Background: an optimization exercise with open tools, aiming at small area, a short achievable clock period and few clock cycles per item. Do not read the settings as production practice. Only simulation tests tie the RTL to the original design; equivalence was not proved. No activity file was given, so power comes from the tool's default toggle rates.

## design/flow/design.v

```verilog
`timescale 1ns / 1ps
package zmrp_pkg;
  localparam int KEY_BITS = 64;
  localparam int KEY_W    = 64;
  localparam int PAGE_W   = 32;
  localparam int RCNT_W   = 32;
  localparam int PSUM_W   = 48;
  localparam int REASON_W = 3;
  localparam int DATA_W    = 64;
  localparam int ADDR_W    = 6;
  localparam int REG_IDX_W = 3;
  localparam int QUEUE_DEPTH = 2;
  localparam int QPTR_W      = $clog2(QUEUE_DEPTH);
  localparam int QCNT_W      = $clog2(QUEUE_DEPTH + 1);
  localparam logic [REASON_W-1:0] REASON_PRUNED       = 3'd0;
  localparam logic [REASON_W-1:0] REASON_NO_VERSION   = 3'd1;
  localparam logic [REASON_W-1:0] REASON_NO_SECURITY  = 3'd2;
  localparam logic [REASON_W-1:0] REASON_META_MISSING = 3'd3;
  localparam logic [REASON_W-1:0] REASON_STALE        = 3'd4;
  localparam logic [REASON_W-1:0] REASON_INCOMPATIBLE = 3'd5;
  localparam logic [REASON_W-1:0] REASON_NO_BOUNDS    = 3'd6;
  localparam logic [REASON_W-1:0] REASON_NO_PROOF     = 3'd7;
  localparam logic [REG_IDX_W-1:0] REG_LOWER_KEY    = 3'd0;
  localparam logic [REG_IDX_W-1:0] REG_UPPER_KEY    = 3'd1;
  localparam logic [REG_IDX_W-1:0] REG_LOWER_EN     = 3'd2;
  localparam logic [REG_IDX_W-1:0] REG_UPPER_EN     = 3'd3;
  localparam logic [REG_IDX_W-1:0] REG_LOWER_INCL   = 3'd4;
  localparam logic [REG_IDX_W-1:0] REG_UPPER_INCL   = 3'd5;
  localparam logic [REG_IDX_W-1:0] REG_VERSION_PLAN = 3'd6;
  localparam logic [REG_IDX_W-1:0] REG_SECURE_PLAN  = 3'd7;
  typedef struct packed {
    logic [KEY_W-1:0] lower_bound_key;
    logic [KEY_W-1:0] upper_bound_key;
    logic             lower_enable;
    logic             upper_enable;
    logic             lower_incl;
    logic             upper_incl;
    logic             version_recheck_planned;
    logic             security_recheck_planned;
  } cfg_t;
  typedef struct packed {
    logic                pruned;
    logic [REASON_W-1:0] reason_code;
    logic [PAGE_W-1:0]   page_span;
  } cls_t;
endpackage
`timescale 1ns / 1ps
import zmrp_pkg::*;
module zmrp_front (
  input  logic [zmrp_pkg::KEY_W-1:0]    ranges_range_min_key,
  input  logic [zmrp_pkg::KEY_W-1:0]    ranges_range_max_key,
  input  logic                          ranges_min_known,
  input  logic                          ranges_max_known,
  input  logic                          ranges_min_incl,
  input  logic                          ranges_max_incl,
  input  logic                          ranges_type_conflict,
  input  logic                          ranges_meta_present,
  input  logic                          ranges_meta_current,
  input  logic                          ranges_pred_compatible,
  input  zmrp_pkg::cfg_t                cfg,
  output logic                          pruned,
  output logic [zmrp_pkg::REASON_W-1:0] reason_code
);
  function automatic logic lt_or_tie(input logic [KEY_W-1:0] a,
                                     input logic [KEY_W-1:0] b,
                                     input logic             tie);
    logic [KEY_W-1:0] g;
    logic [KEY_W-1:0] p;
    g = b & ~a;
    p = b | ~a;
    for (int s = 1; s < KEY_W; s = s * 2) begin
      for (int i = 0; i < KEY_W; i = i + 2 * s) begin
        g[i+2*s-1] = g[i+2*s-1] | (p[i+2*s-1] & g[i+s-1]);
        p[i+2*s-1] = p[i+2*s-1] & p[i+s-1];
      end
    end
    lt_or_tie = g[KEY_W-1] | (p[KEY_W-1] & tie);
  endfunction
  logic below_lower;
  logic above_upper;
  logic excluded;
  assign below_lower = lt_or_tie(ranges_range_max_key, cfg.lower_bound_key,
                                 !ranges_max_incl || !cfg.lower_incl);
  assign above_upper = lt_or_tie(cfg.upper_bound_key, ranges_range_min_key,
                                 !ranges_min_incl || !cfg.upper_incl);
  assign excluded    = (cfg.lower_enable && below_lower) ||
                       (cfg.upper_enable && above_upper);
  always_comb begin
    pruned = 1'b0;
    if (!cfg.version_recheck_planned) begin
      reason_code = REASON_NO_VERSION;
    end else if (!cfg.security_recheck_planned) begin
      reason_code = REASON_NO_SECURITY;
    end else if (!ranges_meta_present) begin
      reason_code = REASON_META_MISSING;
    end else if (!ranges_meta_current) begin
      reason_code = REASON_STALE;
    end else if (!ranges_pred_compatible) begin
      reason_code = REASON_INCOMPATIBLE;
    end else if (!ranges_min_known || !ranges_max_known) begin
      reason_code = REASON_NO_BOUNDS;
    end else if (!ranges_type_conflict && excluded) begin
      pruned      = 1'b1;
      reason_code = REASON_PRUNED;
    end else begin
      reason_code = REASON_NO_PROOF;
    end
  end
endmodule
`timescale 1ns / 1ps
import zmrp_pkg::*;
module zmrp_queue (
  input  logic            clk,
  input  logic            rst,
  input  logic            in_valid,
  output logic            in_ready,
  input  zmrp_pkg::cls_t  din,
  output logic            out_valid,
  input  logic            out_ready,
  output zmrp_pkg::cls_t  dout
);
  logic           valid;
  zmrp_pkg::cls_t data;
  assign in_ready  = !valid || out_ready;
  assign out_valid = valid;
  assign dout      = data;
  always_ff @(posedge clk) begin
    if (rst) begin
      valid <= 1'b0;
    end else if (in_ready) begin
      valid <= in_valid;
    end
  end
  always_ff @(posedge clk) begin
    if (in_ready) begin
      data <= din;
    end
  end
endmodule
`timescale 1ns / 1ps
import zmrp_pkg::*;
module zmrp_back (
  input  logic                          clk,
  input  logic                          rst,
  input  logic                          in_valid,
  output logic                          in_ready,
  input  zmrp_pkg::cls_t                head,
  output logic                          results_valid,
  input  logic                          results_ready,
  output logic                          results_pruned,
  output logic [zmrp_pkg::REASON_W-1:0] results_reason_code,
  output logic [zmrp_pkg::RCNT_W-1:0]   results_ranges_pruned_total,
  output logic [zmrp_pkg::RCNT_W-1:0]   results_ranges_scanned_total,
  output logic [zmrp_pkg::PSUM_W-1:0]   results_pages_pruned_total,
  output logic [zmrp_pkg::PSUM_W-1:0]   results_pages_scanned_total,
  output logic                          results_any_pruned_flag
);
  logic                out_valid;
  logic                pruned;
  logic [REASON_W-1:0] reason_code;
  logic [RCNT_W-1:0]   pruned_range_count;
  logic [RCNT_W-1:0]   scanned_range_count;
  logic [PSUM_W-1:0]   pruned_page_sum;
  logic [PSUM_W-1:0]   scanned_page_sum;
  logic                seen_prune;
  logic                pop;
  logic                to_pruned;
  logic                to_scanned;
  logic [RCNT_W-1:0]   pruned_count_next;
  logic [RCNT_W-1:0]   scanned_count_next;
  logic [PSUM_W:0]     pruned_sum_wide;
  logic [PSUM_W:0]     scanned_sum_wide;
  logic [PSUM_W-1:0]   pruned_sum_next;
  logic [PSUM_W-1:0]   scanned_sum_next;
  assign in_ready = !out_valid || results_ready;
  assign pop      = in_valid && in_ready;
  assign to_pruned  = pop && head.pruned;
  assign to_scanned = pop && !head.pruned;
  always_comb begin
    pruned_count_next  = (pruned_range_count == '1) ? pruned_range_count
                                                    : pruned_range_count + 1'b1;
    scanned_count_next = (scanned_range_count == '1) ? scanned_range_count
                                                     : scanned_range_count + 1'b1;
    pruned_sum_wide    = {1'b0, pruned_page_sum} +
                         {{(PSUM_W + 1 - PAGE_W){1'b0}}, head.page_span};
    scanned_sum_wide   = {1'b0, scanned_page_sum} +
                         {{(PSUM_W + 1 - PAGE_W){1'b0}}, head.page_span};
    pruned_sum_next    = pruned_sum_wide[PSUM_W] ? '1 : pruned_sum_wide[PSUM_W-1:0];
    scanned_sum_next   = scanned_sum_wide[PSUM_W] ? '1 : scanned_sum_wide[PSUM_W-1:0];
  end
  always_ff @(posedge clk) begin
    if (rst) begin
      out_valid           <= 1'b0;
      pruned_range_count  <= '0;
      scanned_range_count <= '0;
      pruned_page_sum     <= '0;
      scanned_page_sum    <= '0;
      seen_prune          <= 1'b0;
    end else begin
      if (in_ready) begin
        out_valid <= in_valid;
      end
      if (to_pruned) begin
        pruned_range_count <= pruned_count_next;
        pruned_page_sum    <= pruned_sum_next;
        seen_prune         <= 1'b1;
      end
      if (to_scanned) begin
        scanned_range_count <= scanned_count_next;
        scanned_page_sum    <= scanned_sum_next;
      end
    end
  end
  always_ff @(posedge clk) begin
    if (pop) begin
      pruned      <= head.pruned;
      reason_code <= head.reason_code;
    end
  end
  assign results_valid                = out_valid;
  assign results_pruned               = pruned;
  assign results_reason_code          = reason_code;
  assign results_ranges_pruned_total  = pruned_range_count;
  assign results_ranges_scanned_total = scanned_range_count;
  assign results_pages_pruned_total   = pruned_page_sum;
  assign results_pages_scanned_total  = scanned_page_sum;
  assign results_any_pruned_flag      = seen_prune;
endmodule
`timescale 1ns / 1ps
import zmrp_pkg::*;
module zone_map_range_pruner (
  input  logic                          clk,
  input  logic                          rst,
  input  logic                          psel,
  input  logic                          penable,
  input  logic                          pwrite,
  input  logic [zmrp_pkg::ADDR_W-1:0]   paddr,
  input  logic [zmrp_pkg::DATA_W-1:0]   pwdata,
  output logic [zmrp_pkg::DATA_W-1:0]   prdata,
  output logic                          pready,
  input  logic                          ranges_valid,
  output logic                          ranges_ready,
  input  logic [zmrp_pkg::KEY_W-1:0]    ranges_range_min_key,
  input  logic [zmrp_pkg::KEY_W-1:0]    ranges_range_max_key,
  input  logic                          ranges_min_known,
  input  logic                          ranges_max_known,
  input  logic                          ranges_min_incl,
  input  logic                          ranges_max_incl,
  input  logic                          ranges_type_conflict,
  input  logic                          ranges_meta_present,
  input  logic                          ranges_meta_current,
  input  logic                          ranges_pred_compatible,
  input  logic [zmrp_pkg::PAGE_W-1:0]   ranges_page_span,
  output logic                          results_valid,
  input  logic                          results_ready,
  output logic                          results_pruned,
  output logic [zmrp_pkg::REASON_W-1:0] results_reason_code,
  output logic [zmrp_pkg::RCNT_W-1:0]   results_ranges_pruned_total,
  output logic [zmrp_pkg::RCNT_W-1:0]   results_ranges_scanned_total,
  output logic [zmrp_pkg::PSUM_W-1:0]   results_pages_pruned_total,
  output logic [zmrp_pkg::PSUM_W-1:0]   results_pages_scanned_total,
  output logic                          results_any_pruned_flag
);
  zmrp_pkg::cfg_t       cfg;
  logic                 cfg_wr;
  logic [REG_IDX_W-1:0] reg_idx;
  logic [7:0]           rd_sel;
  logic                 cls_pruned;
  logic [REASON_W-1:0]  cls_reason;
  zmrp_pkg::cls_t       cls;
  zmrp_pkg::cls_t       head;
  logic                 head_valid;
  logic                 head_ready;
  assign pready  = 1'b1;
  assign cfg_wr  = psel && penable && pwrite;
  assign reg_idx = paddr[ADDR_W-1:3];
  always_ff @(posedge clk) begin
    if (rst) begin
      cfg <= '0;
    end else if (cfg_wr) begin
      case (reg_idx)
        REG_LOWER_KEY:    cfg.lower_bound_key          <= pwdata[KEY_W-1:0];
        REG_UPPER_KEY:    cfg.upper_bound_key          <= pwdata[KEY_W-1:0];
        REG_LOWER_EN:     cfg.lower_enable             <= pwdata[0];
        REG_UPPER_EN:     cfg.upper_enable             <= pwdata[0];
        REG_LOWER_INCL:   cfg.lower_incl               <= pwdata[0];
        REG_UPPER_INCL:   cfg.upper_incl               <= pwdata[0];
        REG_VERSION_PLAN: cfg.version_recheck_planned  <= pwdata[0];
        REG_SECURE_PLAN:  cfg.security_recheck_planned <= pwdata[0];
        default:          cfg                          <= cfg;
      endcase
    end
  end
  always_ff @(posedge clk) begin
    rd_sel <= 8'b1 << reg_idx;
  end
  always_comb begin
    prdata    = ({DATA_W{rd_sel[REG_LOWER_KEY]}} & DATA_W'(cfg.lower_bound_key)) |
                ({DATA_W{rd_sel[REG_UPPER_KEY]}} & DATA_W'(cfg.upper_bound_key));
    prdata[0] = prdata[0] |
                (rd_sel[REG_LOWER_EN]     && cfg.lower_enable) |
                (rd_sel[REG_UPPER_EN]     && cfg.upper_enable) |
                (rd_sel[REG_LOWER_INCL]   && cfg.lower_incl) |
                (rd_sel[REG_UPPER_INCL]   && cfg.upper_incl) |
                (rd_sel[REG_VERSION_PLAN] && cfg.version_recheck_planned) |
                (rd_sel[REG_SECURE_PLAN]  && cfg.security_recheck_planned);
  end
  zmrp_front u_front (
    .ranges_range_min_key   (ranges_range_min_key),
    .ranges_range_max_key   (ranges_range_max_key),
    .ranges_min_known       (ranges_min_known),
    .ranges_max_known       (ranges_max_known),
    .ranges_min_incl        (ranges_min_incl),
    .ranges_max_incl        (ranges_max_incl),
    .ranges_type_conflict   (ranges_type_conflict),
    .ranges_meta_present    (ranges_meta_present),
    .ranges_meta_current    (ranges_meta_current),
    .ranges_pred_compatible (ranges_pred_compatible),
    .cfg                    (cfg),
    .pruned                 (cls_pruned),
    .reason_code            (cls_reason)
  );
  assign cls.pruned      = cls_pruned;
  assign cls.reason_code = cls_reason;
  assign cls.page_span   = ranges_page_span;
  zmrp_queue u_queue (
    .clk       (clk),
    .rst       (rst),
    .in_valid  (ranges_valid),
    .in_ready  (ranges_ready),
    .din       (cls),
    .out_valid (head_valid),
    .out_ready (head_ready),
    .dout      (head)
  );
  zmrp_back u_back (
    .clk                          (clk),
    .rst                          (rst),
    .in_valid                     (head_valid),
    .in_ready                     (head_ready),
    .head                         (head),
    .results_valid                (results_valid),
    .results_ready                (results_ready),
    .results_pruned               (results_pruned),
    .results_reason_code          (results_reason_code),
    .results_ranges_pruned_total  (results_ranges_pruned_total),
    .results_ranges_scanned_total (results_ranges_scanned_total),
    .results_pages_pruned_total   (results_pages_pruned_total),
    .results_pages_scanned_total  (results_pages_scanned_total),
    .results_any_pruned_flag      (results_any_pruned_flag)
  );
endmodule
```

## design/flow/flow/run.sh

```bash
#!/bin/bash
# Layout flow: the standard synthesis, then the combinational logic is
# mapped again by ABC for delay (the registers stay as the standard synthesis
# made them, with the same names and cells), then the standard ORFS layout
# with the port buffers made of plain buf_1 cells.
set -euo pipefail
WORK=$(pwd)
R=$WORK/orfs/results/sky130hd/zone_map_range_pruner/base
PORTBUF="BUFFER_PORTS_ARGS=-buffer_cell sky130_fd_sc_hd__buf_1"
DELAY_PS=$(cat flow/abc_delay_ps)

# 1. standard synthesis, up to the Yosys netlist
bash standard.sh "$PORTBUF" "$R/1_2_yosys.v" > standard_synth.log 2>&1
cp "$R/1_2_yosys.v" "$R/1_2_yosys_standard.v"

# 2. map the combinational logic again, registers kept as they are
LIB=$FLOW_HOME/platforms/sky130hd/lib/sky130_fd_sc_hd__tt_025C_1v80.lib
SEQ=$(grep -oE 'cell \("?sky130_fd_sc_hd__(df|edf|sdf|dl|sdl|ebuf|einv|lpflow|conb)[a-z0-9_]*' "$LIB" \
      | sed 's/cell ("\{0,1\}//' | sort -u | tr '\n' ' ')
DONT=$(grep -oE 'sky130_fd_sc_hd__[a-z0-9_]+' "$FLOW_HOME/platforms/sky130hd/config.mk" \
       | sort -u | sed 's/^/-dont_use /' | tr '\n' ' ')
cat > resynth.ys <<EOS
read_liberty -ignore_miss_func $LIB
blackbox $SEQ
read_verilog $R/1_2_yosys_standard.v
hierarchy -top $FLOW_TOP
flatten
opt_clean
abc -liberty $LIB $DONT -script +strash;dch,-f;map,-D,$DELAY_PS;topo;buffer,-p;upsize,-D,$DELAY_PS;dnsize,-D,$DELAY_PS
opt_clean -purge
hilomap -singleton -hicell sky130_fd_sc_hd__conb_1 HI -locell sky130_fd_sc_hd__conb_1 LO
splitnets
opt_clean -purge
insbuf -buf sky130_fd_sc_hd__buf_4 A X
select $FLOW_TOP
write_verilog -noattr -noexpr -nohex -nodec -selected $R/1_2_yosys.v
select -clear
stat -liberty $LIB
EOS
yosys -s resynth.ys > resynth.log 2>&1
touch "$R/1_2_yosys.v"

# 3. the standard layout from the new netlist
bash standard.sh "$PORTBUF" finish > standard_layout.log 2>&1
```

## design/flow/flow/abc_delay_ps

```
1500
```

## design/flow/standard.sh

```bash
#!/bin/bash
# synth_recipe.tcl (not shown) runs the flow's synth.tcl, then flattens the netlist and writes it again
# the make line also repeats each setting of config.mk as NAME=value (left out here)
make -C /OpenROAD-flow-scripts/flow DESIGN_CONFIG=/design/flow/config.mk WORK_HOME=/design/flow/orfs CLKGATE_MAP_FILE= SYNTH_SCRIPT=/design/flow/synth_recipe.tcl "${@:-finish}"
```

## design/flow/config.mk

```make
export PLATFORM = sky130hd
export DESIGN_NAME = zone_map_range_pruner
export DESIGN_NICKNAME = zone_map_range_pruner
export VERILOG_FILES = /design/flow/design.v
export SDC_FILE = /design/flow/constraint.sdc
export NUM_CORES = 4
export LEC_CHECK = 0
export CAP_MARGIN = 20
export CORE_MARGIN = 2
export CORE_UTILIZATION = 40
export SETUP_SLACK_MARGIN = 1.5
export SLEW_MARGIN = 20
```

## design/flow/constraint.sdc

```tcl
create_clock -name core_clock -period 5.0 [get_ports {clk}]
set_input_delay 1.0000 -clock core_clock [delete_from_list [all_inputs] [get_ports {clk}]]
set_output_delay 1.0000 -clock core_clock [all_outputs]
set_load 0.01 [all_outputs]
```

==> run notes, run 1 <==
- Largest net degree at the start of global routing: 100
- Setup WS post-layout: 1590 ps
- Period minus WS final: 3410 ps
- Crit path DAT: 2410 ps
- Max FO, Critical Path: 49
- DR WL/cell: ~18 um
- Full die area: 51000 um2
- Tot GR Track Use: 25.1%
- Synth Net Count: 3040
- Actual slew at the worst max-slew pin: 1080 ps
- Slew Limit Fails: 0
- Fraction of layout cells with a size suffix above 1: 4.69%
- Place WS: 1030 ps
- Setup CP Type: register to output port
- Worst Setup End Kind: output port
- Root buf cell: clkbuf_16
- CORE AREA: 48700 um2
- Skew-Pair Late Insertion Delay: approximately 570 ps
- Area of the multi-input gates: around 9400 um2
- Setup TNS: 0 ps
- CTS clock-pin slew for the worst setup and hold paths: roughly 60 ps
- RSZ-0062 raised after global routing: no
- Status: timing/DRC/antenna clean
- Worst EP required: 4000 ps
- Drt drc: 0
- RePlAce Congestion: 0.928
- P&R area growth vs syn: 13.1%
- First-pass GRT wire length: 101000 um
- # fillers: 5099
- Layer with the highest usage: met2
- Worst slew margin: 27.7%
- IO Pins: 477
- Top achievable clock speed: 0.293 GHz
- Vias in the first global route: around 19000
- Worst vdd ir: 0.000217 V
- Sink Count: 345
- Reg2reg setup slack: ~1700 ps
- Number of warnings issued by yosys: 4
- M1 GR Usage: 29.3%
- DR pass1 iterations: 5
- GRT Residual Overflow: 0
- # hold bufs at CTS: 0
- # nets final: 3327
- H-Tree Depth: 2
- Most frequent cells in the layout: buf_1, inv_1, nand2_1
- Initial antenna violation count: 14
- Post-Synthesis Cell Area: 19700 um2
- DRT Wirelength: between 60000 and 70000 um
- Leading cell type in the layout, fill and taps excluded: buf_1
- Starting DRT DRC Count: 1409
- Post-DP HPWL: 50400 um
- Final hold vios: 0
- PortBufs: between 400 and 500
- Final setup viols: 0
- Hold crit path type: register to register
- P_leak: 8.43 nW
- Worst setup SP type: register
- Post-DRT Antenna Nets: 0
- Bufs on Longest Clock Path: 3
- FF/Latch Area: 7310 um2
- Pwr/cell area: approximately 300 nW/um2
- Via Count: roughly 20000
- Final period util: 68.3%
- Synthesized area per cell: 7.05 um2
- TritonCTS clock tree: built
- Detailed-route vias per instance: approximately 5.4
- Fin util: 45.7%
- Cells after synthesis: 2795
- Cell total after placement: 3700
- Die Height: ~230 um
- Met2 usage: 43.4%
- Met3 GRT Util: 6.40%
- Rows: 81
- Final std cells w/o fill: between 3000 and 4000
- Tot Pwr: between 6 and 7 mW
- Starting Density: 40.4%
- Maxcap violations: 0
- Die Wd: 226 um
- Num CTS Buffers: 41
- Layout Skew: 15.2 ps
## final cells by class
class | instances | area share (%)
Antenna cell | 9 | 0.101
Clock buffer | 63 | 5.48
Clock inverter | 11 | 0.511
Inverter | 391 | 6.62
Multi-Input combinational cell | 1817 | 42.2
Sequential cell | 345 | 32.8
Tap cell | 664 | 3.73
Timing Repair Buffer | 486 | 8.54
## where the power goes
part | switching, mW | internal [mW] | leakage (nW)
clock | 1.23 | 1.78 | 0.652
sequential | 0.0596 | 2.86 | 2.89
combinational | 0.499 | 0.256 | 4.89
## critical path, cell delays in order (launching register included)
cell and delay (ps):
dfxtp_1 320, inv_2 770, buf_4 370, o22ai_1 130, buf_1 220
## sequential cells by signal, indices dropped and copies added, names as in the netlist
register and count:
cfg 134, rd_sel 8, u_back.scanned_range_count 32, u_back.seen_prune 1
u_back.reason_code 3, u_queue.valid 1, u_back.pruned 1, u_back.pruned_range_count 32
u_back.scanned_page_sum 48, u_back.out_valid 1, u_back.pruned_page_sum 48, u_queue.data 36
## per-layer routing
| metal | part of all wire (%) | up-vias |
|---|---|---|
| met5 | 0.11 | - |
| met4 | 4.4 | 10 |
| met3 | 7.8 | 161 |
| met2 | 48 | 680 |
| met1 | 40 | 9385 |
| li1 | - | 10028 |
## path summary, 6_finish.rpt
kind	depth (start not counted)	startpoint	endpoint
max	4	rd_sel[1]	prdata[29]
min	0	u_queue.data[33]	u_back.reason_code[1]
max reg2reg	12	u_queue.data[12]	u_back.pruned_page_sum[35]
min reg2reg	0	u_queue.data[33]	u_back.reason_code[1]
## per-stage QoR
stage / area [um2] / hold WS (ps)
4_1_cts: 22200 / 444
2_1_floorplan: 19700 / 400
3_5_place_dp: 20900 / 434
6_report: 22300 / 439
3_3_place_gp: 20900 / 441
5_1_grt: 22300 / 463
## what timing repair did
| item | 4_1_cts | 5_1_grt |
|---|---|---|
| setup endpoints to repair | 0 | 15 |
| setup buffers | 0 | 2 |
| resized for setup | 0 | 3 |
| endpoints found under the hold margin | 0 | 0 |
Testbench counts, summed over its fixed seeds: cycles 16,064, items 16,000.
==> run 2, diff against run 1 <==
--- a/design/flow/config.mk
+++ b/design/flow/config.mk
@@ -8,5 +8,4 @@
 export CAP_MARGIN = 20
 export CORE_MARGIN = 2
 export CORE_UTILIZATION = 40
-export SETUP_SLACK_MARGIN = 1.5
 export SLEW_MARGIN = 20
==> run 2 against run 1 <==
Via count decreased by 0.38%. Synthesized area is the same. Critical path depth increased by 4. Utilization down 0.12 points. Sequential cell count is the same. Critical path type is now register to register. Sequential share of layout area is 0.089 points higher. Synthesized cell count unchanged. Sequential power barely moved. Count of clock-buffer cells in the layout unchanged. Combinational power is 2% lower.
==> run notes, run 2 <==
- CORE AREA: 48700 um2 (unchanged)
- First-pass GRT wire length: 101000 um (unchanged)
- Most frequent cells in the layout: buf_1, inv_1, nand2_1
- Rows: 81 (unchanged)
- WP buf/inv: 0 (-3)
- Period minus WS final: 3450 ps (+34.8 ps)
- Post_cts resized: 0 (unchanged)
- Initial antenna violation count: 14 (unchanged)
- CP delay by family, top: compound AO/OA/AOI/OAI gates
- Worst Setup End Kind: register
- Worst vdd ir: 0.000217 V (about the same)
- Hold crit path type: register to register
- RePlAce Congestion: 0.928 (unchanged)
- Leading cell type in the layout, fill and taps excluded: buf_1
- Cells after synthesis: 2795 (unchanged)
- GRT Residual Overflow: 0 (unchanged)
- R2R Path Start: u_queue.data[11]
- Status: timing/DRC/antenna clean
- Number of warnings issued by yosys: 4 (unchanged)
- Root buf cell: clkbuf_16
- Design Area, Final: 22200 um2 (-0.27%)
- # hold bufs at CTS: 0 (unchanged)
- P_sw: 1.77 mW (-0.67%)
- Num CTS Buffers: 41 (unchanged)
- Detailed-route vias per instance: 5.34 (-0.24%)
- Slew Limit Fails: 0 (unchanged)
- Setup TNS: 0 ps (unchanged)
- Setup WS post-layout: 1550 ps (-34.8 ps)
- Worst EP required: 5460 ps (+1460 ps)
- PortBufs: 472 (unchanged)
- Place WS: 1030 ps (unchanged)
- Skew-Pair Late Insertion Delay: 570 ps (about the same)
- Final period util: 69.0% (+0.70 points)
- Synthesized area per cell: 7.05 um2 (unchanged)
- Drt drc: 0 (unchanged)
- Die Height: 226 um (unchanged)
- CTS clock-pin slew for the worst setup and hold paths: 60 ps (about the same)
- TritonCTS clock tree: built
- Via Count: 20188 (-0.38%)
- Slowest-stage cell, CP: a31oi_1
- Worst slew margin: 27.2% (-0.50 points)
- IO Pins: 477 (unchanged)
- Post-Synthesis Cell Area: 19700 um2 (unchanged)
- Max FO, Critical Path: 11 (-78%)
- Cell total after placement: 3700 (unchanged)
- Post-DP HPWL: 50400 um (unchanged)
- Pint: 4.89 mW (-0.20%)
- Biggest regs: cfg x134, u_back.pruned_page_sum x48, u_back.scanned_page_sum x48
- H-Tree Depth: 2 (unchanged)
- Clock power frac: 45.1% (about the same)
- Top achievable clock speed: 0.290 GHz (-1.0%)
- Post-DRT Antenna Nets: 0 (unchanged)
- Crit path DAT: 3910 ps (+1500 ps)
- Starting Density: 40.4% (unchanged)
- DR WL/cell: 17.6 um (-0.61%)
- Largest register FFs: 134 (unchanged)
- Setup Fix Bufs, Post-CTS: 0 (unchanged)
- Largest net degree at the start of global routing: 100 (unchanged)
- DR pass1 iterations: 6 (+1)
- Top reg by flops: cfg
- Net Sw Frac: 26.6% (-0.092 points)
- Worst path max stage delay: 720 ps (-50 ps)
- Final setup viols: 0 (unchanged)
- Synth Net Count: 3040 (unchanged)
- P&R area growth vs syn: 12.8%
- Flop pwr share: 43.8% (about the same)
- Hold Startpoint: u_queue.data[33]
- Die Wd: 226 um (unchanged)
- Tot Pwr: 6.67 mW (-0.32%)
- Fraction of layout cells with a size suffix above 1: 4.50% (-0.19 points)
- Sink Count: 345 (unchanged)
- Fin util: 45.6% (-0.12 points)
- Bufs on Longest Clock Path: 3 (unchanged)
- Maxcap violations: 0 (unchanged)
- Final hold vios: 0 (unchanged)
- Post-place instance area: 20900 um2 (unchanged)
- Full die area: 51000 um2 (unchanged)
- DRT Wirelength: 66600 um (-0.74%)
- Setup CP Type: register to register
- Tot GR Track Use: 25.1% (unchanged)
- Pwr/cell area: 300 nW/um2 (about the same)
- Vias in the first global route: 18970 (unchanged)
- Actual slew at the worst max-slew pin: 1090 ps (+7.55 ps)
- P_leak: 8.41 nW (-0.20%)
- Starting DRT DRC Count: 1422 (+0.92%)
- Worst setup SP type: register
- Final std cells w/o fill: 3781 (-0.13%)
- Comb pwr share: 11.1% (-0.2 points)
- # nets final: 3324 (-0.090%)
- CP cell instances: xor2_1, nand4_1, a311o_1, a21oi_1, nand4_1, a31oi_1, a21oi_1, a311oi_1
- Hold Worst Slack: 438 ps (-1.07 ps)
- Layout Skew: 15.0 ps (-0.241 ps)
- RSZ-0062 raised after global routing: no
- Setup crit start: u_queue.data[11]
-- run 2: power by group through the flow --
stage               Sequential, mW  Clock [mW]  Combinational [mW]
global placement              2.98           0               0.717
CTS                           2.92        3.07               0.732
floorplan                     2.96           0               0.517
detailed placement            2.98           0               0.728
global route                  2.93        3.17               0.825
finish                        2.92        3.01               0.737
-- run 2: area by class of cell --
type / count / area [um2]
fill: 5104 / 26500
inverter: 391 / 1480
clock buffer: 63 / 1220
timing repair buffer: 484 / 1880
antenna: 7 / 17.5
multi-input combinational: 1816 / 9380
tap: 664 / 831
sequential: 345 / 7310
clock inverter: 11 / 114
-- run 2: layer usage --
layer | track usage (%) | routed length, um
met1 | 29.3 | 26900
met2 | 43.4 | 31800
met3 | 6.40 | 5140
met4 | 10.8 | 2660
met5 | 0 | 76
-- run 2: final timing paths --
check,endpoint,slack [ps],cells after the start
worst max-delay path,u_back.pruned_page_sum[46],1550,8
worst max register to register,u_back.pruned_page_sum[46],1550,8
worst min-delay path,u_back.reason_code[1],440,0
worst min register to register,u_back.reason_code[1],440,0
==> run 3, diff against run 2 <==
--- a/design/flow/design.v
+++ b/design/flow/design.v
@@ -168,25 +168,48 @@
   logic                to_scanned;
   logic [RCNT_W-1:0]   pruned_count_next;
   logic [RCNT_W-1:0]   scanned_count_next;
-  logic [PSUM_W:0]     pruned_sum_wide;
-  logic [PSUM_W:0]     scanned_sum_wide;
   logic [PSUM_W-1:0]   pruned_sum_next;
   logic [PSUM_W-1:0]   scanned_sum_next;
   assign in_ready = !out_valid || results_ready;
   assign pop      = in_valid && in_ready;
   assign to_pruned  = pop && head.pruned;
   assign to_scanned = pop && !head.pruned;
+  function automatic logic [PSUM_W-1:0] add_sat(input logic [PSUM_W-1:0] q,
+                                                input logic [PAGE_W-1:0] a);
+    logic [PAGE_W-1:0]      g;
+    logic [PAGE_W-1:0]      p;
+    logic [PAGE_W-1:0]      x;
+    logic [PSUM_W:PAGE_W]   run;
+    logic [PSUM_W-1:0]      sum;
+    x = q[PAGE_W-1:0] ^ a;
+    g = q[PAGE_W-1:0] & a;
+    p = q[PAGE_W-1:0] | a;
+    for (int s = 1; s < PAGE_W; s = s * 2) begin
+      for (int i = 0; i < PAGE_W; i = i + 1) begin
+        if ((i & s) != 0) begin
+          g[i] = g[i] | (p[i] & g[(i & ~(s - 1)) - 1]);
+          p[i] = p[i] & p[(i & ~(s - 1)) - 1];
+        end
+      end
+    end
+    sum[0] = x[0];
+    for (int i = 1; i < PAGE_W; i = i + 1) begin
+      sum[i] = x[i] ^ g[i-1];
+    end
+    run[PAGE_W] = 1'b1;
+    for (int i = PAGE_W; i < PSUM_W; i = i + 1) begin
+      run[i+1] = run[i] & q[i];
+      sum[i]   = q[i] ^ (g[PAGE_W-1] & run[i]);
+    end
+    add_sat = sum | {PSUM_W{g[PAGE_W-1] & run[PSUM_W]}};
+  endfunction
   always_comb begin
     pruned_count_next  = (pruned_range_count == '1) ? pruned_range_count
                                                     : pruned_range_count + 1'b1;
     scanned_count_next = (scanned_range_count == '1) ? scanned_range_count
                                                      : scanned_range_count + 1'b1;
-    pruned_sum_wide    = {1'b0, pruned_page_sum} +
-                         {{(PSUM_W + 1 - PAGE_W){1'b0}}, head.page_span};
-    scanned_sum_wide   = {1'b0, scanned_page_sum} +
-                         {{(PSUM_W + 1 - PAGE_W){1'b0}}, head.page_span};
-    pruned_sum_next    = pruned_sum_wide[PSUM_W] ? '1 : pruned_sum_wide[PSUM_W-1:0];
-    scanned_sum_next   = scanned_sum_wide[PSUM_W] ? '1 : scanned_sum_wide[PSUM_W-1:0];
+    pruned_sum_next    = add_sat(pruned_page_sum, head.page_span);
+    scanned_sum_next   = add_sat(scanned_page_sum, head.page_span);
   end
   always_ff @(posedge clk) begin
     if (rst) begin
==> run 3 against run 2 <==
Count of clock-buffer cells in the layout is 4 lower. Global-route usage shrank 1.3 points. Register-to-register slack gained 450 ps. Clock power is 4% higher. Via count down 4.7%. Cell area shrank 1.9%. Highest routed layer unchanged.
==> run notes, run 3 <==
- Status: timing/DRC/antenna clean
- Place WS: 1240 ps (+207 ps)
- Worst EP required: 4000 ps (-1460 ps)
- Vias in the first global route: 17864 (-5.8%)
- First-pass GRT wire length: 94900 um (-6.3%)
- Period minus WS final: 3400 ps (-45.1 ps)
- Largest register FFs: 134 (unchanged)
- Setup Fix Bufs, Post-CTS: 0 (unchanged)
- Cells after synthesis: 2648 (-5.3%)
- PortBufs: 472 (unchanged)
- GRT Residual Overflow: 0 (unchanged)
- Bufs on Longest Clock Path: 3 (unchanged)
- P&R area growth vs syn: 13.2%
- RePlAce Congestion: 0.906 (-2.4%)
- Hold crit path type: register to register
- Final hold vios: 0 (unchanged)
- CTS clock-pin slew for the worst setup and hold paths: 60 ps (about the same)
- Leading cell type in the layout, fill and taps excluded: buf_1
- Root buf cell: clkbuf_16
- Fin util: 45.7% (+0.16 points)
- Final period util: 68.1% (-0.90 points)
- Post_cts resized: 0 (unchanged)
- Worst Setup End Kind: output port
- Net Sw Frac: 25.8% (-0.83 points)
- Skew-Pair Late Insertion Delay: 560 ps (about the same)
- Post-Synthesis Cell Area: 19300 um2 (-2.2%)
- Hold Worst Slack: 463 ps (+25.3 ps)
- Reg2reg setup slack: 2000 ps (+450 ps)
- Starting DRT DRC Count: 1292 (-9.1%)
- Tot GR Track Use: 23.8% (-1.3 points)
- Num CTS Buffers: 43 (+4.9%)
- Initial antenna violation count: 8 (-6)
- Largest net degree at the start of global routing: 128 (+28%)
- Comb pwr share: 9.9% (-1.2 points)
- Fraction of layout cells with a size suffix above 1: 6.78% (+2.3 points)
- # nets final: 3179 (-4.4%)
- # hold bufs at CTS: 0 (unchanged)
- Most frequent cells in the layout: buf_1, inv_1, dfxtp_1
- Drt drc: 0 (unchanged)
- IO Pins: 477 (unchanged)
- Tot Pwr: 6.74 mW (+1.1%)
- P_leak: 8.18 nW (-2.7%)
- Flop pwr share: 43.4% (-0.4 points)
- Detailed-route vias per instance: 5.37 (+0.49%)
- Synthesized area per cell: 7.27 um2 (+3.2%)
- P_sw: 1.74 mW (-2.1%)
- Max FO, Critical Path: 47 (+36)
- Via Count: 19241 (-4.7%)
- Synth Net Count: 2893 (-4.8%)
- Sink Count: 345 (unchanged)
- Post-DP HPWL: 46100 um (-8.5%)
- Setup TNS: 0 ps (unchanged)
- Layout Skew: 13.1 ps (-1.88 ps)
- Worst vdd ir: 0.000201 V (-7.4%)
- Top reg by flops: cfg
- Worst slew margin: 31.2% (+4.0 points)
- DR WL/cell: 17.2 um (-2.2%)
- Actual slew at the worst max-slew pin: 1030 ps (-58.5 ps)
- Pint: 5.00 mW (+2.2%)
- Starting Density: 40.4% (about the same)
- Clock power frac: 46.7% (+1.6 points)
- Die Height: 223 um (-1.1%)
- DRT Wirelength: 61700 um (-7.2%)
- DR pass1 iterations: 6 (unchanged)
- Setup CP Type: register to output port
- Pwr/cell area: 309 nW/um2 (+3.0%)
- Top achievable clock speed: 0.294 GHz (+1.3%)
- TritonCTS clock tree: built
- H-Tree Depth: 2 (unchanged)
- Rows: 80 (-1.2%)
- Crit path DAT: 2400 ps (-1510 ps)
- Worst setup SP type: register
- CORE AREA: 47600 um2 (-2.3%)
- Number of warnings issued by yosys: 4 (unchanged)
- Final setup viols: 0 (unchanged)
- Post-DRT Antenna Nets: 0 (unchanged)
- Slew Limit Fails: 0 (unchanged)
- Biggest regs: cfg x134, u_back.pruned_page_sum x48, u_back.scanned_page_sum x48
- Maxcap violations: 0 (unchanged)
- Full die area: 49900 um2 (-2.2%)
- Die Wd: 223 um (-1.1%)
- Setup WS post-layout: 1600 ps (+45.1 ps)
- RSZ-0062 raised after global routing: no
## run 3: worst max-delay path, stage by stage (launching register included)
cell and delay, ps:
dfxtp_1 310, inv_2 740, buf_4 410, o22ai_1 140, buf_1 240
## run 3: final timing paths
check | start | endpoint | cells after the start
worst max-delay path | rd_sel[0] | prdata[59] | 4
worst min-delay path | u_queue.data[34] | u_back.reason_code[2] | 0
worst max register to register | u_queue.data[0] | u_back.pruned_page_sum[15] | 14
worst min register to register | u_queue.data[34] | u_back.reason_code[2] | 0
## run 3: layer usage
layer / up-vias / track usage (%) / part of all wire, %
met5: - / 0 / 0.065
met3: 122 / 6.03 / 8.5
met1: 8929 / 29.8 / 42
met2: 643 / 39.0 / 46
met4: 6 / 9.85 / 3.5
li1: 9541 / - / -
## run 3: final cells by class
class                   instances  area (um2)
flip-flops and latches        345        7310
diodes                          5        12.5
repair buffers                484        1880
clock buffers                  59        1260
inverters                     370        1400
well taps                     615         769
fillers                      4907       25800
multi-input cells            1690        9010
clock inverters                18         165
## run 3: power by group through the flow
stage | Combinational (mW) | Clock, mW | Sequential, mW
6_report | 0.668 | 3.14 | 2.93
5_1_grt | 0.747 | 3.33 | 2.93
4_1_cts | 0.663 | 3.22 | 2.93
3_5_place_dp | 0.660 | 0 | 2.98
3_3_place_gp | 0.640 | 0 | 2.98
2_1_floorplan | 0.463 | 0 | 2.97
## run 3: through the flow
step	instances	instance area, um2
global route	3586	21800
detailed placement	3504	20400
global placement	3504	20400
finish	3586	21800
floorplan	2648	19300
CTS	3581	21800
Testbench counts of run 3, summed over its fixed seeds: cycles 16,064, items 16,000.
==> run 4, diff against run 3 <==
--- a/design/flow/flow/run.sh
+++ b/design/flow/flow/run.sh
@@ -41,4 +41,7 @@
 touch "$R/1_2_yosys.v"
 
 # 3. the standard layout from the new netlist
-bash standard.sh "$PORTBUF" finish > standard_layout.log 2>&1
+EXTRA=()
+if [[ -f flow/pre_resize.tcl ]]; then EXTRA+=("PRE_RESIZE_TCL=$WORK/flow/pre_resize.tcl"); fi
+if [[ -f flow/make_vars ]]; then while read -r v; do [[ -n "$v" ]] && EXTRA+=("$v"); done < flow/make_vars; fi
+bash standard.sh "$PORTBUF" "${EXTRA[@]}" finish > standard_layout.log 2>&1
==> design/flow/flow/pre_resize.tcl (new file) <==
set_max_fanout 8 [current_design]
==> run 4 against run 3 <==
Still clean. Sequential share of layout area decreased by 2.0 points. Combinational power increased by 12%. Synthesized area unchanged. Worst setup slack got worse by 1300 ps. Hold slack improved by 8.9 ps. Via count increased by 3.7%. Critical path type is now primary input to register. Largest cell class unchanged.
==> run notes, run 4 <==
- Status: timing/DRC/antenna clean
- Post-Synthesis Cell Area: 19300 um2 (unchanged)
- H-Tree Depth: 2 (unchanged)
- # hold bufs at CTS: 0 (unchanged)
- Period minus WS final: 4700 ps (+1300 ps)
- Hold crit path type: register to register
- Number of warnings issued by yosys: 4 (unchanged)
- TritonCTS clock tree: built
- Fraction of layout cells with a size suffix above 1: 6.37% (-0.40 points)
- DR WL/cell: 17.8 um (+3.2%)
- Starting Density: 40.4% (unchanged)
- Setup WS post-layout: 299 ps (-1300 ps)
- CORE AREA: 47600 um2 (unchanged)
- IO Pins: 477 (unchanged)
- Root buf cell: clkbuf_16
- Die Wd: 223 um (unchanged)
- Leading cell type in the layout, fill and taps excluded: buf_1
- Layout Skew: 24.4 ps (+11.3 ps)
- Detailed-route vias per instance: 5.36 (-0.14%)
- PortBufs: 472 (unchanged)
- Sink Count: 345 (unchanged)
- Final hold vios: 0 (unchanged)
- Slowest-stage cell, CP: clkdlybuf4s50_1
- Vias in the first global route: 18997 (+6.3%)
- Tot Pwr: 6.73 mW (about the same)
- DRT Wirelength: 66200 um (+7.2%)
- Num CTS Buffers: 42 (-2.3%)
- Rows: 80 (unchanged)
- Setup CP Type: primary input to register
- Worst vdd ir: 0.000268 V (+34%)
- GRT Residual Overflow: 0 (unchanged)
- Initial antenna violation count: 3 (-5)
- Worst path max stage delay: 730 ps (about the same)
- Most frequent cells in the layout: buf_1, inv_1, dfxtp_1
- Via Count: 19953 (+3.7%)
- Maxcap violations: 0 (unchanged)
- Die Height: 223 um (unchanged)
- CTS clock-pin slew for the worst setup and hold paths: 60 ps (about the same)
- Cell total after placement: 3660 (+4.5%)
- Bufs on Longest Clock Path: 3 (unchanged)
- P_leak: 8.73 nW (+6.6%)
- Pwr/cell area: 291 nW/um2 (-5.9%)
- Hold Worst Slack: 472 ps (+8.88 ps)
- Most used cell, CP: clkdlybuf4s50_1
- Final setup viols: 0 (unchanged)
- First-pass GRT wire length: 102000 um (+7.3%)
- Largest net degree at the start of global routing: 17 (-87%)
- Post-DP HPWL: 53500 um (+16%)
- Largest register FFs: 134 (unchanged)
- Final period util: 94.0% (+26 points)
- Top achievable clock speed: 0.213 GHz (-28%)
- Full die area: 49900 um2 (unchanged)
- Top reg by flops: cfg
- Worst Setup End Kind: register
- Place WS: -1990 ps (-3230 ps)
- Setup Fix Bufs, Post-CTS: 0 (unchanged)
- Post_cts resized: 4 (+4)
- Synthesized area per cell: 7.27 um2 (unchanged)
- Setup TNS: 0 ps (unchanged)
- Worst EP required: 5500 ps (+1500 ps)
- RSZ-0062 raised after global routing: no
- Cells after synthesis: 2648 (unchanged)
- Final std cells w/o fill: 3724 (+3.8%)
- Worst setup SP type: primary input
- RePlAce Congestion: 0.906 (unchanged)
- Max FO, Critical Path: 8 (-83%)
- P&R area growth vs syn: 20.2%
- Drt drc: 0 (unchanged)
- CP cell instances: clkbuf_4, inv_6, buf_12, clkdlybuf4s50_1, clkdlybuf4s50_1, clkdlybuf4s50_1, clkdlybuf4s50_1, clkdlybuf4s50_1, o21ai_0, a21oi_1
- Slew Limit Fails: 0 (unchanged)
- DR pass1 iterations: 6 (unchanged)
- Worst slew margin: 46.8% (+16 points)
- Tot GR Track Use: 25.6% (+1.8 points)
- Starting DRT DRC Count: 1285 (-0.54%)
- Post-DRT Antenna Nets: 0 (unchanged)
- Skew-Pair Late Insertion Delay: 570 ps (about the same)
- Actual slew at the worst max-slew pin: 795 ps (-237 ps)
- Biggest regs: cfg x134, u_back.pruned_page_sum x48, u_back.scanned_page_sum x48
- Synth Net Count: 2893 (unchanged)
- Crit path DAT: 5200 ps (+2800 ps)
- # nets final: 3321 (+4.5%)
run 4: changes by cell type in the layout (fill, tap and decap cells not counted), sizes merged:
cell	previous run	this run
dlygate4sd2	0	4
clkdlybuf4s50	0	138
diode	5	3
dlymetal6s2s	0	1
clkinv	17	13
clkinvlp	0	2
inv	368	367
run 4: where the power goes:
| group | switching [mW] | internal [mW] |
|---|---|---|
| sequential | 0.0611 | 2.86 |
| clock | 1.25 | 1.82 |
| combinational | 0.459 | 0.286 |
| total | 1.77 | 4.97 |
run 4: area by class of cell:
cell class	instances	area [um2]
diodes	3	7.51
clock buffers	59	1200
clock inverters	15	159
fillers	4748	24500
inverters	370	1400
multi-input cells	1690	9010
flip-flops and latches	345	7310
well taps	615	769
repair buffers	627	3310
run 4: critical path, delay by kind of cell:
| kind | cells | cell delay, ps |
|---|---|---|
| AOI/OAI and AO/OA | 2 | 280 |
| buffers and inverters | 8 | 3900 |
run 4: per-stage QoR:
step,cell area (um2),util (%)
6_report,23200,48.6
5_1_grt,23100,48.6
4_1_cts,23200,48.6
3_5_place_dp,21900,46.0
3_3_place_gp,20400,42.7
2_1_floorplan,19300,-
run 4: path summary, 6_finish.rpt:
kind | from | to | slack, ps | cells past startpoint
max reg2reg | u_back.out_valid | u_back.scanned_page_sum[3] | 490 | 12
min reg2reg | u_queue.data[32] | u_back.reason_code[0] | 470 | 0
min | u_queue.data[32] | u_back.reason_code[0] | 470 | 0
max | rst | u_back.scanned_page_sum[40] | 300 | 10
run 4: per-layer routing:
| metal | routed length (um) | part of all wire (%) | GRT usage (%) |
|---|---|---|---|
| met1 | 27500 | 42 | 32.0 |
| met2 | 31000 | 47 | 43.2 |
| met3 | 5600 | 8.5 | 5.90 |
| met4 | 2070 | 3.1 | 9.05 |
| met5 | 13 | 0.020 | 0 |
==> run 5, diff against run 4 <==
==> design/flow/flow/pre_resize.tcl (replaced) <==
set_max_fanout 12 [current_design]
--- a/design/flow/config.mk
+++ b/design/flow/config.mk
@@ -8,4 +8,5 @@
 export CAP_MARGIN = 20
 export CORE_MARGIN = 2
 export CORE_UTILIZATION = 40
+export SETUP_SLACK_MARGIN = 2.6
 export SLEW_MARGIN = 20
==> run 5 against run 4 <==
Still clean on timing, DRC and antenna. First-iteration DRC count fell by 1.5%. Count of clock-buffer cells in the layout did not move. Combinational power rose by 26%. Synthesized cell count stayed put. Clock power grew 6%. Cell area increased by 12%.
==> run notes, run 5 <==
- Via Count: 20674 (+3.6%)
- Bufs on Longest Clock Path: 3 (unchanged)
- CORE AREA: 47600 um2 (unchanged)
- Synthesized area per cell: 7.27 um2 (unchanged)
- GRT Residual Overflow: 0 (unchanged)
- Met2 usage: 45.0% (+1.8 points)
- Place WS: -536 ps (+1460 ps)
- Setup WS post-layout: 2230 ps (+1930 ps)
- M1 GR Usage: 31.1% (-0.85 points)
- Most frequent cells in the layout: buf_1, inv_1, dfxtp_1
- Pint: 5.19 mW (+4.6%)
- Crit path DAT: 1770 ps (-3430 ps)
- Starting DRT DRC Count: 1266 (-1.5%)
- Design Area, Final: 26000 um2 (+12%)
- Synth Net Count: 2893 (unchanged)
- R2R Path Start: u_queue.data[1]
- Slew Limit Fails: 0 (unchanged)
- Flop pwr share: 41.2% (-2.2 points)
- Worst vdd ir: 0.000218 V (-19%)
- Number of warnings issued by yosys: 4 (unchanged)
- Setup CP Type: register to output port
- Final std cells w/o fill: 3785 (+1.6%)
- Skew-Pair Late Insertion Delay: 580 ps (about the same)
- Hold EP: u_back.scanned_range_count[9]
- Layer with the highest usage: met2
- DR pass1 iterations: 5 (-1)
- IO Pins: 477 (unchanged)
- Tot GR Track Use: 26.0% (+0.44 points)
- Post-DRT Antenna Nets: 0 (unchanged)
- TritonCTS clock tree: built
- Cell total after placement: 3594 (-1.8%)
- Comb pwr share: 13.2% (+2.1 points)
- Status: timing/DRC/antenna clean
- Drt drc: 0 (unchanged)
- RSZ-0062 raised after global routing: yes
- Largest register FFs: 134 (unchanged)
- Hold Startpoint: u_back.scanned_range_count[9]
- Clock power frac: 45.6% (about the same)
- Biggest regs: cfg x134, u_back.pruned_page_sum x48, u_back.scanned_page_sum x48
- Fraction of layout cells with a size suffix above 1: 21.3% (+15 points)
- FF-to-FF path depth: 16 (+4)
- Initial antenna violation count: 8 (+5)
- Hold Worst Slack: 472 ps (-0.210 ps)
- Post-Synthesis Cell Area: 19300 um2 (unchanged)
- Root buf cell: clkbuf_16
- Fin util: 54.6% (+6.1 points)
- DRT Wirelength: 70000 um (+5.8%)
- Crit Reg-Reg Endpoint: u_back.scanned_page_sum[29]
- Worst Setup End Kind: output port
- PortBufs: 472 (unchanged)
- Sink Count: 345 (unchanged)
- Top reg by flops: cfg
- First-pass GRT wire length: 104000 um (+2.2%)
- Worst EP required: 4000 ps (-1500 ps)
- Largest net degree at the start of global routing: 14 (-3)
- Hold crit path type: register to register
- Hold path depth: 1 (+1)
- Tot Pwr: 7.10 mW (+5.4%)
- Layout Skew: 16.2 ps (-8.20 ps)
- Rows: 80 (unchanged)
- Post-place instance area: 21300 um2 (-2.7%)
- CTS clock-pin slew for the worst setup and hold paths: 60 ps (about the same)
- DR WL/cell: 18.5 um (+4.1%)
- Net Sw Frac: 26.8% (+0.60 points)
- Period minus WS final: 2770 ps (-1930 ps)
- RePlAce Congestion: 0.949 (+4.7%)
- Final hold vios: 0 (unchanged)
- Maxcap violations: 0 (unchanged)
- Worst setup SP type: register
- Num CTS Buffers: 42 (unchanged)
- Final setup viols: 0 (unchanged)
- Die Height: 223 um (unchanged)
- Detailed-route vias per instance: 5.46 (+1.9%)
- Full die area: 49900 um2 (unchanged)
- Top achievable clock speed: 0.361 GHz (+70%)
- Actual slew at the worst max-slew pin: 843 ps (+47.6 ps)
- Post-DP HPWL: 51300 um (-4.0%)
- P_sw: 1.90 mW (+7.8%)
- Final period util: 55.4% (-39 points)
- Leading cell type in the layout, fill and taps excluded: buf_1
- # fillers: 4471 (-5.8%)
- Reg2reg setup slack: 2240 ps (+1750 ps)
- Pwr/cell area: 273 nW/um2 (-6.3%)
- Starting Density: 40.4% (unchanged)
- P_leak: 10.0 nW (+15%)
- Cells after synthesis: 2648 (unchanged)
- # nets final: 3380 (+1.8%)
- H-Tree Depth: 2 (unchanged)
- Met3 GRT Util: 6.82% (+0.92 points)
- Max FO, Critical Path: 6 (-2)
- Vias in the first global route: 19411 (+2.2%)
- Area of the multi-input gates: 10800 um2 (+20%)
- P&R area growth vs syn: 35.2%
- Die Wd: 223 um (unchanged)
- Setup TNS: 0 ps (unchanged)
- Worst slew margin: 43.8% (-3.0 points)
- FF/Latch Area: 7320 um2 (+0.21%)
==> run 5: worst max path at each step <==
stage	start	endpoint	slack (ps)	depth (start not counted)
5_1_grt	u_queue.data[1]	u_back.scanned_page_sum[41]	2130	19
3_5_place_dp	paddr[4]	cfg[28]	-540	12
3_3_place_gp	ranges_range_min_key[59]	u_queue.data[35]	1370	14
6_report	rd_sel[0]	prdata[63]	2230	7
4_1_cts	rd_sel[0]	prdata[27]	2210	5
2_1_floorplan	ranges_range_min_key[59]	u_queue.data[33]	2330	14
==> run 5: cell type report <==
class,count,share of cell area [%]
multi-input cells,1691,41.4
well taps,615,2.96
clock inverters,18,0.668
flip-flops and latches,345,28.1
diodes,2,0.0192
inverters,370,5.39
clock buffers,59,4.96
repair buffers,685,16.5
==> run 5: timing repair <==
action                                  4_1_cts  5_1_grt
gates resized for setup                     455      371
endpoints found under the setup margin      375      366
hold endpoints to repair                      0        0
cloned                                        6        4
buffers inserted                             56       46
pin swaps                                    38       84
hold buffers                                  0        0
==> run 5: worst max-delay path, cell delays in order (launching register included) <==
cell and delay (ps):
dfxtp_2 330, inv_2 50, buf_8 130, buf_12 130, buf_12 130, buf_8 130, o22ai_2 130, buf_2 160
==> run 5: routing by layer <==
layer	vias up	share of wire [%]
met5	-	0.083
met2	801	48
met4	10	3.4
li1	9952	-
met1	9731	39
met3	180	8.7
==> run 5: power by group through the flow <==
stage	logic (mW)	clock network [mW]	registers (mW)
detailed placement	0.716	0	2.98
global route	1.02	3.39	2.94
finish	0.936	3.23	2.93
floorplan	0.466	0	2.97
global placement	0.650	0	2.98
CTS	0.815	3.29	2.92
==> run 6, diff against run 5 <==
--- a/design/flow/config.mk
+++ b/design/flow/config.mk
@@ -8,5 +8,5 @@
 export CAP_MARGIN = 20
 export CORE_MARGIN = 2
 export CORE_UTILIZATION = 40
-export SETUP_SLACK_MARGIN = 2.6
+export SETUP_SLACK_MARGIN = 3.0
 export SLEW_MARGIN = 20
==> run 6 against run 5 <==
Cell area is 12% higher. Still clean. Global-route usage is 0.39 points higher. Clock skew is 4.7 ps higher. Largest power group unchanged. Critical path type unchanged.
==> run notes, run 6 <==
- Max FO, Critical Path: 5 (-1)
- TritonCTS clock tree: built
- Layout Skew: 20.9 ps (+4.72 ps)
- Place WS: -1540 ps (-1000 ps)
- Top reg by flops: cfg
- Fraction of layout cells with a size suffix above 1: 37.4% (+16 points)
- Tot Pwr: 6.90 mW (-2.8%)
- Worst slew margin: 40.5% (-3.3 points)
- First-pass GRT wire length: 105000 um (+1.3%)
- Largest register FFs: 134 (unchanged)
- DRT Wirelength: 74600 um (+6.6%)
- Crit path DAT: 1780 ps (about the same)
- Biggest regs: cfg x134, u_back.pruned_page_sum x48, u_back.scanned_page_sum x48
- Setup crit start: rd_sel[1]
- Maxcap violations: 0 (unchanged)
- Initial antenna violation count: 4 (-4)
- Vias in the first global route: 19543 (+0.68%)
- Top achievable clock speed: 0.360 GHz (-0.33%)
- H-Tree Depth: 2 (unchanged)
- Hold crit path type: register to register
- Root buf cell: clkbuf_16
- Most frequent cells in the layout: inv_1, nand2_1, buf_1
- Cell total after placement: 3597 (+0.083%)
- P_leak: 11.6 nW (+16%)
- Post-Synthesis Cell Area: 19300 um2 (unchanged)
- WP buf/inv: 6 (unchanged)
- CTS clock-pin slew for the worst setup and hold paths: 60 ps (about the same)
- Setup TNS: 0 ps (unchanged)
- CP cell instances: inv_4, buf_8, buf_6, buf_12, buf_12, o22ai_4, buf_2
- Actual slew at the worst max-slew pin: 892 ps (+49.7 ps)
- Status: timing/DRC/antenna clean
- Full die area: 49900 um2 (unchanged)
- CP delay by family, top: buffers and inverters
- Worst vdd ir: 0.000190 V (-13%)
- Crit Reg-Reg Endpoint: u_back.pruned_page_sum[22]
- Post-DP HPWL: 52100 um (+1.4%)
- Worst Setup End Kind: output port
- Via Count: 21355 (+3.3%)
- Worst EP required: 4000 ps (about the same)
- GRT Residual Overflow: 0 (unchanged)
- RSZ-0062 raised after global routing: yes
- # nets final: 3476 (+2.8%)
- Design Area, Final: 29200 um2 (+12%)
- Bufs on Longest Clock Path: 3 (unchanged)
- Fin util: 61.2% (+6.6 points)
- Final hold vios: 0 (unchanged)
- Worst path max stage delay: 350 ps (+20 ps)
- P&R area growth vs syn: 51.5%
- R2R Path Start: u_queue.data[1]
- Slowest-stage cell, CP: dfxtp_2
- Die Wd: 223 um (unchanged)
- Cell depth of the worst setup path: 7 (unchanged)
- Cells after synthesis: 2648 (unchanged)
- Setup CP Type: register to output port
- DR WL/cell: 19.3 um (+4.2%)
- RePlAce Congestion: 0.952 (+0.38%)
- Starting DRT DRC Count: 1451 (+15%)
- Worst setup SP type: register
- Post-place instance area: 22000 um2 (+3.3%)
- Synth Net Count: 2893 (unchanged)
- Final setup viols: 0 (unchanged)
- Number of warnings issued by yosys: 4 (unchanged)
- Hold Worst Slack: 464 ps (-8.53 ps)
- Hold path depth: 0 (-1)
- Die Height: 223 um (unchanged)
- Leading cell type in the layout, fill and taps excluded: inv_1
- Tot GR Track Use: 26.4% (+0.39 points)
- Slew Limit Fails: 0 (unchanged)
- Starting Density: 40.4% (unchanged)
- Rows: 80 (unchanged)
- FF-to-FF path depth: 19 (+3)
- Final std cells w/o fill: 3873 (+2.3%)
- Setup crit end: prdata[61]
- Final period util: 55.6% (+0.19 points)
- Hold Startpoint: u_queue.data[33]
- Sink Count: 345 (unchanged)
- Pwr/cell area: 236 nW/um2 (-13%)
- PortBufs: 472 (unchanged)
- Detailed-route vias per instance: 5.51 (+0.95%)
- Setup WS post-layout: 2220 ps (-9.31 ps)
- Synthesized area per cell: 7.27 um2 (unchanged)
- DR pass1 iterations: 5 (unchanged)
- IO Pins: 477 (unchanged)
- Period minus WS final: 2780 ps (+9.31 ps)
- Most used cell, CP: buf_12
- Num CTS Buffers: 42 (unchanged)
- Post-DRT Antenna Nets: 0 (unchanged)
- Largest net degree at the start of global routing: 13 (-1)
- CORE AREA: 47600 um2 (unchanged)
- Drt drc: 0 (unchanged)
- Reg2reg setup slack: 2250 ps (about the same)
- Skew-Pair Late Insertion Delay: 580 ps (about the same)
[run 6: final cells by class]
| class | count | area (um2) |
|---|---|---|
| diodes | 2 | 5.00 |
| clock buffers | 59 | 1200 |
| clock inverters | 10 | 96.3 |
| fillers | 3999 | 18500 |
| inverters | 370 | 1450 |
| multi-input cells | 1691 | 11500 |
| flip-flops and latches | 345 | 7740 |
| well taps | 615 | 769 |
| repair buffers | 781 | 6430 |
[run 6: what timing repair did]
item | 4_1_cts | 5_1_grt
pin swaps | 54 | 115
hold endpoints to repair | 0 | 0
buffers inserted | 73 | 122
hold buffers | 0 | 0
endpoints found under the setup margin | 564 | 515
cloned | 5 | 5
resized for setup | 617 | 1243
[run 6: layer usage]
metal | up-vias | GRT usage [%] | part of all wire, % | routed length (um)
met5 | - | 0 | 0.051 | 38
met4 | 6 | 9.81 | 3.8 | 2850
met3 | 207 | 6.44 | 7.9 | 5890
met2 | 883 | 46.0 | 49 | 36700
met1 | 10084 | 31.4 | 39 | 29200
li1 | 10175 | - | - | -
[run 6: worst min path at each step]
stage / end / slack (ps)
floorplan: u_back.reason_code[0] / 400
global route: u_back.pruned_range_count[9] / 480
CTS: cfg[123] / 470
global placement: u_back.seen_prune / 450
detailed placement: u_back.seen_prune / 460
finish: u_back.reason_code[1] / 460
[run 6: where the power goes]
group | total (mW) | leakage (nW) | internal (mW) | switching (mW)
clock | 3.01 | 0.636 | 1.76 | 1.25
combinational | 0.990 | 8.02 | 0.413 | 0.577
sequential | 2.90 | 2.99 | 2.83 | 0.0658
==> run 7, diff against run 6 <==
--- a/design/flow/config.mk
+++ b/design/flow/config.mk
@@ -8,5 +8,5 @@
 export CAP_MARGIN = 20
 export CORE_MARGIN = 2
 export CORE_UTILIZATION = 40
-export SETUP_SLACK_MARGIN = 3.0
+export SETUP_SLACK_MARGIN = 2.0
 export SLEW_MARGIN = 20
==> run 7 against run 6 <==
Non-clock buffer count decreased by 185. Worst setup slack got worse by 150 ps. Synthesized area unchanged. Sequential share of layout area increased by 5.3 points. Critical path type is now primary input to register. Utilization decreased by 13 points. Highest routed layer unchanged. Register-to-register slack got worse by 130 ps. First-iteration DRC count decreased by 11%. Sequential cell count unchanged. Cell area decreased by 21%. Routed wire length decreased by 12%. Clock power about the same. Combinational power decreased by 26%. Still clean on timing, DRC and antenna.
==> run notes, run 7 <==
- Reg2reg setup slack: 2120 ps (-130 ps)
- DR WL/cell: 17.7 um (-8.0%)
- P_leak: 8.83 nW (-24%)
- PortBufs: 472 (unchanged)
- Num CTS Buffers: 42 (unchanged)
- Slowest-stage cell, CP: clkdlybuf4s50_1
- Detailed-route vias per instance: 5.39 (-2.2%)
- CTS clock-pin slew for the worst setup and hold paths: 60 ps (about the same)
- Worst Setup End Kind: register
- CP delay by family, top: buffers and inverters
- IO Pins: 477 (unchanged)
- Hold Startpoint: u_queue.data[33]
- Final setup viols: 0 (unchanged)
- Most frequent cells in the layout: buf_1, inv_1, dfxtp_1
- Crit Reg-Reg Endpoint: u_back.scanned_page_sum[4]
- First-pass GRT wire length: 100000 um (-4.9%)
- Bufs on Longest Clock Path: 3 (unchanged)
- Setup TNS: 0 ps (unchanged)
- Final hold vios: 0 (unchanged)
- Final period util: 58.7% (+3.1 points)
- Cell total after placement: 3597 (unchanged)
- RSZ-0062 raised after global routing: yes
- Crit path DAT: 3360 ps (+1580 ps)
- Cells after synthesis: 2648 (unchanged)
- RePlAce Congestion: 0.906 (-4.9%)
- Period minus WS final: 2940 ps (+154 ps)
- Initial antenna violation count: 8 (+4)
- R2R Path Start: u_queue.data[1]
- Post-DP HPWL: 51600 um (-0.98%)
- Most used cell, CP: clkbuf_4
- WP buf/inv: 7 (+1)
- Vias in the first global route: 18580 (-4.9%)
- Worst setup SP type: primary input
- Max FO, Critical Path: 12 (+7)
- Top achievable clock speed: 0.341 GHz (-5.3%)
- DR pass1 iterations: 6 (+1)
- Setup WS post-layout: 2060 ps (-154 ps)
- Maxcap violations: 0 (unchanged)
- # nets final: 3290 (-5.4%)
- Cell depth of the worst setup path: 9 (+2)
- # fillers: 4829 (+21%)
- Setup CP Type: primary input to register
- Rows: 80 (unchanged)
- Synth Net Count: 2893 (unchanged)
- Tot GR Track Use: 25.1% (-1.3 points)
- Leading cell type in the layout, fill and taps excluded: buf_1
- Slew Limit Fails: 0 (unchanged)
- Pwr/cell area: 292 nW/um2 (+23%)
- Hold path depth: 0 (unchanged)
- Worst vdd ir: 0.000293 V (+54%)
- Status: timing/DRC/antenna clean
- Die Wd: 223 um (unchanged)
- P&R area growth vs syn: 19.4%
- H-Tree Depth: 2 (unchanged)
- Largest net degree at the start of global routing: 13 (unchanged)
- CORE AREA: 47600 um2 (unchanged)
- Place WS: -2060 ps (-522 ps)
- Largest register FFs: 134 (unchanged)
- Post-DRT Antenna Nets: 0 (unchanged)
- Synthesized area per cell: 7.27 um2 (unchanged)
- Layout Skew: 18.1 ps (-2.78 ps)
- Skew-Pair Late Insertion Delay: 560 ps (-20 ps)
- CP cell instances: clkbuf_4, buf_2, inv_6, clkdlybuf4s15_2, buf_12, clkbuf_4, clkdlybuf4s50_1, nand3_1, o2111ai_1
- Sink Count: 345 (unchanged)
- Post-Synthesis Cell Area: 19300 um2 (unchanged)
- Number of warnings issued by yosys: 4 (unchanged)
- Actual slew at the worst max-slew pin: 774 ps (-118 ps)
- Biggest regs: cfg x134, u_back.pruned_page_sum x48, u_back.scanned_page_sum x48
- Via Count: 19920 (-6.7%)
- Drt drc: 0 (unchanged)
- TritonCTS clock tree: built
- Die Height: 223 um (unchanged)
- Area of the multi-input gates: 9240 um2 (-20%)
- Hold crit path type: register to register
- Worst path max stage delay: 650 ps (+300 ps)
- Final std cells w/o fill: 3695 (-4.6%)
- Worst slew margin: 47.9% (+7.4 points)
- Starting DRT DRC Count: 1298 (-11%)
- Full die area: 49900 um2 (unchanged)
- GRT Residual Overflow: 0 (unchanged)
- Top reg by flops: cfg
- Hold EP: u_back.reason_code[1]
- Hold Worst Slack: 467 ps (+3.10 ps)
- Root buf cell: clkbuf_16
- FF/Latch Area: 7310 um2 (-5.5%)
- DRT Wirelength: 65500 um (-12%)
- Fin util: 48.2% (-13 points)
- Fraction of layout cells with a size suffix above 1: 10.6% (-27 points)
- Starting Density: 40.4% (unchanged)
- FF-to-FF path depth: 17 (-2)
- Worst EP required: 5420 ps (+1420 ps)
[run 7: stage by stage]
step	total power [mW]	area, um2
finish	6.70	23000
global placement	3.62	20400
global route	6.97	23000
floorplan	3.43	19300
detailed placement	3.69	21300
CTS	6.75	22700
[run 7: cell type report]
type                            instances  area share [%]
Clock buffer                           63            5.58
Clock inverter                         12           0.359
Multi-Input combinational cell       1690            40.2
Inverter                              370            6.09
Sequential cell                       345            31.8
Tap cell                              615            3.35
Timing Repair Buffer                  596            12.6
Antenna cell                            4          0.0435
[run 7: how the worst max path moves through the flow]
stage	startpoint	endpoint	slack, ps
final	rst	u_back.scanned_page_sum[22]	2060
after global routing	u_queue.data[1]	u_back.scanned_page_sum[4]	1940
after CTS	rst	u_back.scanned_page_sum[40]	1850
after detailed placement	rst	u_back.scanned_page_sum[40]	-2060
after global placement	ranges_range_min_key[59]	u_queue.data[33]	1470
after floorplan	results_ready	ranges_ready	2080
[run 7: repair_timing]
item / in CTS / in global routing
gates resized for setup: 289 / 83
pin swaps: 2 / 8
hold buffers: 0 / 0
setup buffers: 7 / 12
endpoints found under the setup margin: 365 / 181
[run 7: routing by layer]
layer,global-route usage (%),up-vias,wire length (um)
met4,9.29,6,2140
met3,6.01,129,5400
met1,31.0,9331,26900
met2,42.6,724,31100
li1,-,9730,-
met5,0,-,36
[run 7: where the power goes]
part	switching [mW]	internal, mW	leakage [nW]
clock	1.22	1.82	0.676
sequential	0.0596	2.86	2.89
combinational	0.465	0.272	5.27

port drivers added, routing unchanged:
In the flow no input, the clock included, has a driving cell. The finished layouts below were timed again as built, in two steps.
Step 1 sets driving cells, clkbuf_16 on the clock port and buf_2 on the other inputs (assumed; they add their load-dependent delay and slew).
Step 2 also shifts input and output timing later by t, the mid clock arrival at the registers, as if the neighbouring blocks saw the same clock.
Three values: no drivers, after step 1, after step 2; two values: the first two.
run	t (ns)	setup WS [ns]	worst setup path after step 2	worst slew at a driven data input, ns
run 1	0.620	1.585 / 1.527 / 1.056	input to register	0.13
run 2	0.619	1.551 / 1.516 / 1.019	input to register	0.12
run 3	0.613	1.596 / 1.537 / 1.210	input to register	0.13
run 4	0.619	0.299 / 0.243 / -0.283	input to register	0.11
run 5	0.629	2.228 / 2.167 / 1.633	input to register	0.10
run 6	0.627	2.219 / 2.163 / 1.628	input to register	0.11
run 7	0.608	2.065 / 2.011 / 1.485	input to register	0.12
Met with ideal ports but missed after step 2: setup timing in run 4. For run 5, which loses most, drivers alone change the setup slack by -0.061 ns; drivers and shift together by -0.595 ns.
